Background: an optimization exercise with open tools, aiming at small area and few clock cycles. Do not read the settings as production practice. Only simulation tests tie the RTL to the original design; equivalence was not proved. No activity file was given, so power comes from the tool's default toggle rates.

==> inputs of amber <==
## accel_top
module accel_top #(
    parameter int N_ROWS          = accel_pkg::N_ROWS,
    parameter int N_COLS          = accel_pkg::N_COLS,
    parameter int BUF_AW          = accel_pkg::BUF_AW,
    parameter int TX_CREDITS_INIT = accel_pkg::TX_CREDITS_INIT
) (
    input  logic       clk,
    input  logic       rst_n,
    input  logic       i_rx_valid,
    input  logic [7:0] i_rx_data,
    output logic       o_tx_valid,
    output logic [7:0] o_tx_data,
    input  logic       i_tx_credit,
    output logic       o_busy,
    output logic       o_done
);
    logic [7:0]  cmd;
    logic [3:0]  addr;
    logic        addr_hi0;
    logic        last;
    logic        first_start;
    logic [31:0] word;
    logic [3:0]  typ;
    logic [4:0]  k_len;
    logic [31:0] run_count;
    logic [4:0]  csr_rdata;
    logic        csr_rd_cnt;
    logic        hold_count;
    logic        cap_wait;
    logic [4:0]  phase;
    logic        wr_pending;
    logic [31:0] a_row;
    logic [31:0] b_row;
    logic [3:0]  sel;
    logic        cap;
    logic [18:0] result;
    logic        done_set;
    logic        req;
    logic        req_rd;
    logic [4:0]  req_word;
    logic        req_cnt;
    assign typ = cmd[7:4];
    packet_rx u_rx (
        .clk(clk), .rst_n(rst_n),
        .i_rx_valid(i_rx_valid), .i_rx_data(i_rx_data),
        .o_cmd(cmd), .o_addr(addr), .o_addr_hi0(addr_hi0),
        .o_last(last), .o_first_start(first_start), .o_word(word)
    );
    csr_regs u_csr (
        .clk(clk), .rst_n(rst_n),
        .i_wr(last && (typ == CMD_CSR_WR)), .i_addr(addr), .i_addr_hi0(addr_hi0),
        .i_wdata(word), .i_run_done(done_set),
        .o_k_len(k_len), .o_run_count(run_count), .o_rdata(csr_rdata),
        .o_rd_cnt(csr_rd_cnt)
    );
    operand_buffer u_buf (
        .clk(clk), .rst_n(rst_n),
        .i_wr(last && ((typ == CMD_BUF_WR_A) || (typ == CMD_BUF_WR_B))),
        .i_wr_b(typ[0]), .i_waddr(addr), .i_wdata(word),
        .o_phase(phase), .o_pending(wr_pending),
        .o_a_row(a_row), .o_b_row(b_row)
    );
    mac_engine u_mac (
  ...
==> module mac_engine, before the edit <==
module mac_engine (
    input  logic        clk,
    input  logic        rst_n,
    input  logic        i_start_req,   
    input  logic        i_start,       
    input  logic        i_abort,       
    input  logic        i_wr_pending,  
    input  logic        i_hold_done,   
    input  logic        i_cap_wait,    
    input  logic [4:0]  i_k_len,
    input  logic [4:0]  i_phase,       
    input  logic [31:0] i_a_row,
    input  logic [31:0] i_b_row,
    input  logic [3:0]  i_sel,         
    output logic        o_cap,         
    output logic [SUM_W-1:0] o_result,  
    output logic        o_busy,
    output logic        o_done,
    output logic        o_done_set     
);
    localparam int W = SUM_W;
    logic          r_run;       
    logic          r_sent;      
    logic          r_req;       
    logic          r_end;       
    logic [6:0]    r_cnt;
    logic [3:0]    r_clr;       
    logic [1:0]    r_col;       
    logic [W-1:0]  r_acc [4][4];   
    logic          w_start;
    logic          w_last;
    logic          w_pre;
    logic [4:0]    w_k_pre;
    logic          w_below;
    logic [4:0]    w_k_top;
    logic          r_fwd;       
    logic          w_row_en;
    logic [7:0]    w_b;
    logic [W-1:0]  w_sum [4];
    assign w_start  = (r_req || i_start_req) && !r_run && !r_end && !i_wr_pending && !i_cap_wait;
    assign w_below  = (i_phase < i_k_len) || (i_phase == 5'd0);
    assign w_row_en = r_run && w_below;
    assign w_k_top  = (i_k_len == 5'd0) ? 5'd0 : i_k_len - 5'd1;
    assign w_last   = r_run && ((r_cnt == 7'(RUN_LEN - 1)) ||
                                (r_fwd && (r_cnt >= 7'(RUN_LEN - RING_LEN)) && (i_phase == w_k_top)));
    assign w_k_pre  = (w_k_top == 5'd0) ? 5'(RING_LEN - 1) : w_k_top - 5'd1;
    assign w_pre    = r_run && !w_last &&
                      ((r_cnt == 7'(RUN_LEN - 2)) ||
                       (r_fwd && (r_cnt >= 7'(RUN_LEN - RING_LEN - 1)) && (i_phase == w_k_pre)));
    assign w_b      = w_row_en ? i_b_row[8*r_col +: 8] : 8'd0;
    for (genvar r = 0; r < 4; r++) begin : g_mac
        mac_unit u_mac (
            .a(i_a_row[8*r +: 8]), .b(w_b),
            .c(r_acc[r][3] & {W{!r_clr[0]}}),
            .y(w_sum[r])
        );
    end
    always_ff @(posedge clk) begin
        if (!rst_n) begin
            r_run  <= 1'b0;
            r_sent <= 1'b0;
            r_req  <= 1'b0;
            r_end  <= 1'b0;
            r_cnt  <= '0;
            r_fwd  <= 1'b0;
            r_clr  <= 4'hf;
            r_col  <= '0;
            o_done <= 1'b0;
        end else begin
            r_col  <= r_col + 2'd1;
            o_done <= 1'b0;
            r_clr  <= {1'b0, r_clr[3:1]};
            if (r_run) r_cnt <= r_cnt + 7'd1;
            if (r_run && (r_cnt == 7'd0)) r_fwd <= (i_phase == 5'd0) || !w_below;
            if (i_start) r_sent <= 1'b1;
            if (i_abort) begin
                r_run  <= 1'b0;
                r_end  <= 1'b0;
                r_sent <= 1'b0;
                r_req  <= 1'b0;
                r_clr  <= 4'hf;
            end else begin
                if (i_start_req) r_req <= 1'b1;
                if (w_start) begin
                    r_req <= r_req && i_start_req;
                    r_run <= 1'b1;
                    r_cnt <= '0;
                    r_clr <= 4'hf;
                end else begin
                    if (w_last) r_run <= 1'b0;
                    if (w_pre || r_end) begin
                        if (i_hold_done) begin
                            r_end <= 1'b1;
                        end else begin
                            r_end  <= 1'b0;
                            r_sent <= 1'b0;
                            o_done <= 1'b1;
                        end
                    end
                end
            end
        end
    end
    always_ff @(posedge clk) begin
        for (int r = 0; r < 4; r++) begin
            r_acc[r][0] <= w_sum[r];
            r_acc[r][1] <= r_acc[r][0];
            r_acc[r][2] <= r_acc[r][1];
            r_acc[r][3] <= r_acc[r][2];
        end
    end
    assign o_done_set = (w_pre || r_end) && !i_abort && !i_hold_done;
    assign o_busy     = r_sent;
    assign o_cap      = (r_col == i_sel[1:0] + 2'd1);
    assign o_result   = r_acc[i_sel[3:2]][0];
endmodule
==> module operand_buffer, before the edit <==
module operand_buffer (
    input  logic        clk,
    input  logic        rst_n,
    input  logic        i_wr,         
    input  logic        i_wr_b,       
    input  logic [3:0]  i_waddr,
    input  logic [31:0] i_wdata,
    output logic [4:0]  o_phase,      
    output logic        o_pending,    
    output logic [31:0] o_a_row,
    output logic [31:0] o_b_row
);
    localparam int L = RING_LEN;
    logic [31:0] r_a [L];
    logic [31:0] r_b [L];
    logic        r_pend;
    logic        r_pend_b;
    logic [3:0]  r_waddr;
    logic [31:0] r_wdata;
    logic [4:0]  r_phase;
    logic [4:0] w_t10, w_t4;
    assign w_t10 = (r_waddr >= 4'd11) ? 5'(r_waddr - 4'd11) : 5'(r_waddr) + 5'd6;
    assign w_t4  = (r_waddr >= 4'd5)  ? 5'(r_waddr - 4'd5)  : 5'(r_waddr) + 5'd12;
    logic w_ins16, w_ins10, w_ins4;
    assign w_ins16 = r_pend && (r_phase == {1'b0, r_waddr});
    assign w_ins10 = r_pend && (r_phase == w_t10);
    assign w_ins4  = r_pend && (r_phase == w_t4);
    always_ff @(posedge clk) begin
        if (!rst_n) begin
            r_phase <= '0;
            r_pend  <= 1'b0;
        end else begin
            r_phase <= (r_phase == 5'(L - 1)) ? 5'd0 : r_phase + 5'd1;
            if (i_wr) begin
                r_pend <= 1'b1;
            end else if (w_ins16 || w_ins10 || w_ins4) begin
                r_pend <= 1'b0;
            end
        end
    end
    always_ff @(posedge clk) begin
        if (i_wr) begin
            r_pend_b <= i_wr_b;
            r_waddr  <= i_waddr;
            r_wdata  <= i_wdata;
        end
    end
    always_ff @(posedge clk) begin
        for (int j = 0; j < L; j++) begin
            if ((j == 16 && w_ins16) || (j == 10 && w_ins10) || (j == 4 && w_ins4)) begin
                r_a[j] <= r_pend_b ? r_a[(j + 1) % L] : r_wdata;
                r_b[j] <= r_pend_b ? r_wdata : r_b[(j + 1) % L];
            end else begin
                r_a[j] <= r_a[(j + 1) % L];
                r_b[j] <= r_b[(j + 1) % L];
            end
        end
    end
    assign o_phase   = r_phase;
    assign o_pending = r_pend;
    assign o_a_row   = r_a[0];
    assign o_b_row   = r_b[0];
endmodule
Settings: LEC_CHECK=0, ABC_AREA=1, CAP_MARGIN=20, CORE_MARGIN=2, CORE_UTILIZATION=40, PLACE_DENSITY=0.75, SLEW_MARGIN=20; clock period 10.0 ns.
standard.sh (not shown) runs the stock make flow with config.mk's settings and CLKGATE_MAP_FILE= SYNTH_SCRIPT=/design/flow/synth_recipe.tcl, a recipe that flattens the netlist after the stock synthesis.
==> flow/flow/run.sh <==
#!/bin/bash
set -euo pipefail
export CTS_ARGS="-sink_clustering_enable -repair_clock_nets -dont_use_dummy_load -buf_list sky130_fd_sc_hd__clkbuf_8 -sink_clustering_size 20 -sink_clustering_max_diameter 50"
bash standard.sh > standard.log 2>&1
==> inputs of indigo, as changes to amber <==
--- a/flow/design.v
+++ b/flow/design.v
@@ -188,3 +188,3 @@
     logic [6:0]    r_cnt;
-    logic [3:0]    r_clr;       
+    logic [2:0]    r_clr;       
     logic [1:0]    r_col;       
@@ -215,3 +215,3 @@
             .a(i_a_row[8*r +: 8]), .b(w_b),
-            .c(r_acc[r][3] & {W{!r_clr[0]}}),
+            .c((r_clr != 3'd0) ? W'(0) : r_acc[r][3]),
             .y(w_sum[r])
@@ -227,3 +227,3 @@
             r_fwd  <= 1'b0;
-            r_clr  <= 4'hf;
+            r_clr  <= 3'd4;
             r_col  <= '0;
@@ -233,3 +233,3 @@
             o_done <= 1'b0;
-            r_clr  <= {1'b0, r_clr[3:1]};
+            if (r_clr != 3'd0) r_clr <= r_clr - 3'd1;
             if (r_run) r_cnt <= r_cnt + 7'd1;
@@ -242,3 +242,3 @@
                 r_req  <= 1'b0;
-                r_clr  <= 4'hf;
+                r_clr  <= 3'd4;
             end else begin
@@ -249,3 +249,3 @@
                     r_cnt <= '0;
-                    r_clr <= 4'hf;
+                    r_clr <= 3'd4;
                 end else begin
==> inputs of maple, as changes to amber <==
--- a/flow/design.v
+++ b/flow/design.v
@@ -118,9 +118,14 @@
     logic [4:0]  r_phase;
-    logic [4:0] w_t10, w_t4;
-    assign w_t10 = (r_waddr >= 4'd11) ? 5'(r_waddr - 4'd11) : 5'(r_waddr) + 5'd6;
-    assign w_t4  = (r_waddr >= 4'd5)  ? 5'(r_waddr - 4'd5)  : 5'(r_waddr) + 5'd12;
-    logic w_ins16, w_ins10, w_ins4;
-    assign w_ins16 = r_pend && (r_phase == {1'b0, r_waddr});
-    assign w_ins10 = r_pend && (r_phase == w_t10);
-    assign w_ins4  = r_pend && (r_phase == w_t4);
+    logic [5:0] w_s0, w_s6, w_s12;
+    logic [4:0] w_r0, w_r6, w_r12;
+    assign w_s0  = {1'b0, r_phase} + 6'd1;
+    assign w_s6  = {1'b0, r_phase} + 6'd7;
+    assign w_s12 = {1'b0, r_phase} + 6'd13;
+    assign w_r0  = (w_s0  >= 6'd17) ? 5'(w_s0  - 6'd17) : w_s0[4:0];
+    assign w_r6  = (w_s6  >= 6'd17) ? 5'(w_s6  - 6'd17) : w_s6[4:0];
+    assign w_r12 = (w_s12 >= 6'd17) ? 5'(w_s12 - 6'd17) : w_s12[4:0];
+    logic w_ins0, w_ins6, w_ins12;
+    assign w_ins0  = r_pend && (w_r0  == {1'b0, r_waddr});
+    assign w_ins6  = r_pend && (w_r6  == {1'b0, r_waddr});
+    assign w_ins12 = r_pend && (w_r12 == {1'b0, r_waddr});
     always_ff @(posedge clk) begin
@@ -133,3 +138,3 @@
                 r_pend <= 1'b1;
-            end else if (w_ins16 || w_ins10 || w_ins4) begin
+            end else if (w_ins0 || w_ins6 || w_ins12) begin
                 r_pend <= 1'b0;
@@ -147,3 +152,3 @@
         for (int j = 0; j < L; j++) begin
-            if ((j == 16 && w_ins16) || (j == 10 && w_ins10) || (j == 4 && w_ins4)) begin
+            if ((j == 0 && w_ins0) || (j == 6 && w_ins6) || (j == 12 && w_ins12)) begin
                 r_a[j] <= r_pend_b ? r_a[(j + 1) % L] : r_wdata;
@@ -188,3 +193,3 @@
     logic [6:0]    r_cnt;
-    logic [3:0]    r_clr;       
+    logic [2:0]    r_clr;       
     logic [1:0]    r_col;       
@@ -215,3 +220,3 @@
             .a(i_a_row[8*r +: 8]), .b(w_b),
-            .c(r_acc[r][3] & {W{!r_clr[0]}}),
+            .c((r_clr != 3'd0) ? W'(0) : r_acc[r][3]),
             .y(w_sum[r])
@@ -227,3 +232,3 @@
             r_fwd  <= 1'b0;
-            r_clr  <= 4'hf;
+            r_clr  <= 3'd4;
             r_col  <= '0;
@@ -233,3 +238,3 @@
             o_done <= 1'b0;
-            r_clr  <= {1'b0, r_clr[3:1]};
+            if (r_clr != 3'd0) r_clr <= r_clr - 3'd1;
             if (r_run) r_cnt <= r_cnt + 7'd1;
@@ -242,3 +247,3 @@
                 r_req  <= 1'b0;
-                r_clr  <= 4'hf;
+                r_clr  <= 3'd4;
             end else begin
@@ -249,3 +254,3 @@
                     r_cnt <= '0;
-                    r_clr <= 4'hf;
+                    r_clr <= 3'd4;
                 end else begin
==> run summary <==
- amber ran to the end with no violations. maple produced a clean layout. indigo completed with no timing, DRC or antenna violations.
- Between maple and indigo, the lower register-to-register slack is in indigo (gap 0.16 ns).
- Against indigo, the count of clock-buffer cells in the layout of maple is lower by 6.
- Of amber and maple, amber has the higher flip-flop and latch count (gap 1).
- Of maple and indigo, maple has the higher routed wire length (gap about 1.4%, measured against indigo).
- Against indigo, the hold slack of amber is worse by 0.014 ns.
- Of amber and maple, amber has the higher core utilization (gap 0.12 points).
- The highest first-iteration DRC count belongs to amber, the lowest to indigo.
- Sequential share of layout area: maple < indigo < amber.
- Against amber, the critical path depth of indigo is lower by 2.
==> figures <==
item	maple	indigo	amber
Fraction of synthesized cell area taken by the top area cell type	61.7%	62.3%	62.6%
FILL cells	10,800	10,500	10,500
Pwr dens	179 nW/µm²	190 nW/µm²	181 nW/µm²
Layout inverter count without the clock tree	487	507	495
Met3 Wirelength	5690 µm	5780 µm	5780 µm
Number of buffers created by CTS	104	110	107
Status	finished clean	finished clean	finished clean
Via count	26,600	25,800	25,900
Sequential area share after synthesis	67.1%	67.8%	68.1%
Horizontal die dimension	351 µm	349 µm	349 µm
Area of the core	120,000 µm²	118,000 µm²	118,000 µm²
Post-layout instance count excluding filler cells	5,705	5,506	5,485
Basic-gate share of the synthesized area counting and, or, nand and nor cells	7.65%	7.05%	6.86%
Wire length of the first global-routing pass	147,000 µm	144,000 µm	146,000 µm
Switching power summed over all nets	1.93 mW	2.07 mW	1.84 mW
Router iterations before antenna repair	8	7	6
Clock-cell share	2.78%	2.96%	2.89%
Detailed-route wire length per cell	16.4 µm	16.7 µm	17.0 µm
WP data required	10.69 ns	10.68 ns	10.67 ns
Testbench counts of amber, summed over its fixed seeds: cycles 45,483.
Testbench counts of indigo, summed over its fixed seeds: cycles 45,483.
Testbench counts of maple, summed over its fixed seeds: cycles 45,483.

[port drivers added, routing unchanged]
How much do the figures lean on ideal ports? The routed layouts below were timed once more, with nothing changed but the port constraints.
Step 1 assumes that a clkbuf_16 drives the clock port and a buf_2 every other input.
Step 2 adds t to the input delays and takes it off the output delays; t is the mean of the earliest and latest rising clock arrival at the registers after step 1. Input paths then give back, and output paths get back, about the clock's delay inside the block.
Three values: ideal ports, drivers, drivers and shift; two values: the first two.
| run | t (ns) | slack for setup (ns) | worst setup path after step 2 |
|---|---|---|---|
| amber | 0.772 | 0.430 / 0.430 / 0.430 | register to register |
| indigo | 0.765 | 0.394 / 0.394 / 0.394 | register to register |
| maple | 0.812 | 0.552 / 0.552 / 0.552 | register to register |
After both steps setup and hold are still met in every run listed.
